What follows belongs to an exercise in optimizing a design on an open flow for small area; a production flow would make more cautious choices.
In this exercise RTL edits were held to simulation tests only and were not proved equivalent to the original.
Power and IR drop assume default switching activity.

## v6
## idct_dequant_loader
module idct_dequant_loader #(
   parameter int WIN   = 12,    
   parameter int WCOEF = 12,    
   parameter int WQ    = 8      
)
(
   input  logic                    clk,
   input  logic                    rst,
   input  logic                    s_valid,
   output logic                    s_ready,
   input  logic signed [WCOEF-1:0] s_coef,
   input  logic                    s_last,
   input  logic                    q_we,
   input  logic [5:0]              q_addr,
   input  logic [WQ-1:0]           q_data,
   output logic [64*WIN-1:0]       out_block,
   output logic                    out_valid,
   output logic [15:0]             blk_count
);
Settings: LEC_CHECK=0, CAP_MARGIN=10, CORE_MARGIN=2, CORE_UTILIZATION=70, CTS_BUF_LIST=sky130_fd_sc_hd__clkbuf_16, CTS_CLUSTER_DIAMETER=100, CTS_CLUSTER_SIZE=24, PLACE_DENSITY=0.72, SLEW_MARGIN=10, SYNTH_HIERARCHICAL=1, SYNTH_MINIMUM_KEEP_SIZE=0; clock period 10.0 ns.
standard.sh (not shown) runs the stock make flow with config.mk's settings and CLKGATE_MAP_FILE= SYNTH_SCRIPT=/design/flow/synth_recipe.tcl, a recipe that flattens the netlist after the stock synthesis.
==> flow/flow/run.sh <==
#!/bin/bash
# The standard layout (the standard.sh: standard synthesis, floorplan,
# placement, CTS, routing) with two knobs the flow settings do not reach:
# port buffers use the smallest buffer cell, and CTS inserts no dummy loads
# (clock tree: clkbuf_16, clusters of up to 24 sinks within 100 um).
set -euo pipefail
export BUFFER_PORTS_ARGS="-buffer_cell sky130_fd_sc_hd__buf_1"
export CTS_ARGS="-sink_clustering_enable -repair_clock_nets -buf_list sky130_fd_sc_hd__clkbuf_16 -sink_clustering_size 24 -sink_clustering_max_diameter 100 -dont_use_dummy_load"
bash standard.sh finish > standard_flow.log 2>&1
Both conditions hold for v6: the flow ran to the end and the final layout passed the timing, design-rule and antenna checks.
Changes in v8 relative to v6:
Settings: CORE_UTILIZATION: 70 -> 65; PLACE_DENSITY: 0.72 -> unset.
Findings:
v8 -> v6: power consumption flat. Reported for v6 and v8, synthesized cell count turned out identical to the last digit. Between v6 and v8, the portion of total power attributed to combinational logic figures differ only marginally. Comparing v6 and v8, the higher initial antenna violation count was measured on v6. Routed length per placed instance: v8 < v6.

Starting RTL as in the previous note.
// idct_dequant_loader
module idct_dequant_loader #(
   parameter int WIN   = 12,    
   parameter int WCOEF = 12,    
   parameter int WQ    = 8      
)
(
   input  logic                    clk,
   input  logic                    rst,
   input  logic                    s_valid,
   output logic                    s_ready,
   input  logic signed [WCOEF-1:0] s_coef,
   input  logic                    s_last,
   input  logic                    q_we,
   input  logic [5:0]              q_addr,
   input  logic [WQ-1:0]           q_data,
   output logic [64*WIN-1:0]       out_block,
   output logic                    out_valid,
   output logic [15:0]             blk_count
);
export LEC_CHECK = 0
export CAP_MARGIN = 20
export CORE_MARGIN = 2
export CORE_UTILIZATION = 65
export CTS_BUF_LIST = sky130_fd_sc_hd__clkbuf_16
export CTS_CLUSTER_DIAMETER = 100
export CTS_CLUSTER_SIZE = 20
export SLEW_MARGIN = 20
export SYNTH_HIERARCHICAL = 1
export SYNTH_MINIMUM_KEEP_SIZE = 0
create_clock -name core_clock -period 10.0 [get_ports {clk}]
run.sh (not shown) runs the stock make flow with config.mk's settings and CLKGATE_MAP_FILE= SYNTH_SCRIPT=/design/flow/synth_recipe.tcl, a recipe that flattens the netlist after the stock synthesis.
Stock flow here: none of the scripts above is used.
Edit:
==> flow/flow/run.sh (new file) <==
#!/bin/bash
# The standard layout (the standard.sh: standard synthesis, floorplan,
# placement, CTS, routing) with two knobs the flow settings do not reach:
# port buffers use the smallest buffer cell, and CTS inserts no dummy loads
# (clock tree: clkbuf_16, clusters of up to 20 sinks within 100 um).
set -euo pipefail
export BUFFER_PORTS_ARGS="-buffer_cell sky130_fd_sc_hd__buf_1"
export CTS_ARGS="-sink_clustering_enable -repair_clock_nets -buf_list sky130_fd_sc_hd__clkbuf_16 -sink_clustering_size 20 -sink_clustering_max_diameter 100 -dont_use_dummy_load"
bash standard.sh finish > standard_flow.log 2>&1
==> flow/standard.sh (new file) <==
#!/bin/bash
# synth_recipe.tcl (not shown) runs the flow's synth.tcl, then flattens the netlist and writes it again
# the make line also repeats each setting of config.mk as NAME=value (left out here)
make -C /OpenROAD-flow-scripts/flow DESIGN_CONFIG=/design/flow/config.mk WORK_HOME=/design/flow/orfs CLKGATE_MAP_FILE= SYNTH_SCRIPT=/design/flow/synth_recipe.tcl "${@:-finish}"
--- a/flow/config.mk
+++ b/flow/config.mk
@@ -10 +10 @@
-export CORE_UTILIZATION = 65
+export CORE_UTILIZATION = 70
@@ -13,0 +14 @@
+export PLACE_DENSITY = 0.72
removed: flow/run.sh
Total power shrinks by 0.80%; count of clock-buffer cells in the layout goes down by 1; wire length falls by 2.4%; die area fell by 7.1%; combinational power drops by about 3%; register-to-register slack gets worse by 0.07 ns.
Edit:
--- a/flow/config.mk
+++ b/flow/config.mk
@@ -10 +10 @@
-export CORE_UTILIZATION = 70
+export CORE_UTILIZATION = 65
@@ -14 +13,0 @@
-export PLACE_DENSITY = 0.72
After rerunning: Synthesized cell count is unchanged. Global-route usage drops by 3.1 points. Worst setup slack improved by 0.0064 ns. Routed wire length barely changes. Design area is higher by 0.52%. Clock-buffer cell count is unchanged. Power stays flat.

re-timing with driven ports:
No port has a modelled driver above. Below, the same layouts with a new extraction and two added sets of constraints.
Step 1: set_driving_cell puts a clkbuf_16 on clk and a buf_2 on each other input, an assumption about the parent block.
Step 2 adds t to the input delays and takes it off the output delays; t is the mean of the earliest and latest rising clock arrival at the registers after step 1. Input paths then give back, and output paths get back, about the clock's delay inside the block.
Three values: no drivers, after step 1, after step 2; two values: the first two.
| run | t, ns | setup slack, ns | worst hold slack (ns) | worst setup path after step 2 | slew at the worst register clock pin (ns) |
|---|---|---|---|---|---|
| v6 | 0.770 | 0.361 / 0.361 / 0.361 | 0.473 / 0.473 / 0.473 | register to register | 0.10 / 0.10 |
| v8 | 0.780 | 0.362 / 0.362 / 0.362 | 0.470 / 0.470 / 0.470 | register to register | 0.10 / 0.10 |
| the first run of note 2 | 0.807 | 0.354 / 0.354 / 0.354 | 0.466 / 0.466 / 0.466 | register to register | 0.09 / 0.09 |
| the second run of note 2 | 0.788 | 0.288 / 0.288 / 0.288 | 0.472 / 0.472 / 0.472 | register to register | 0.09 / 0.09 |
| the third run of note 2 | 0.810 | 0.294 / 0.294 / 0.294 | 0.465 / 0.465 / 0.465 | register to register | 0.09 / 0.09 |
After both steps setup and hold are still met in every run listed.
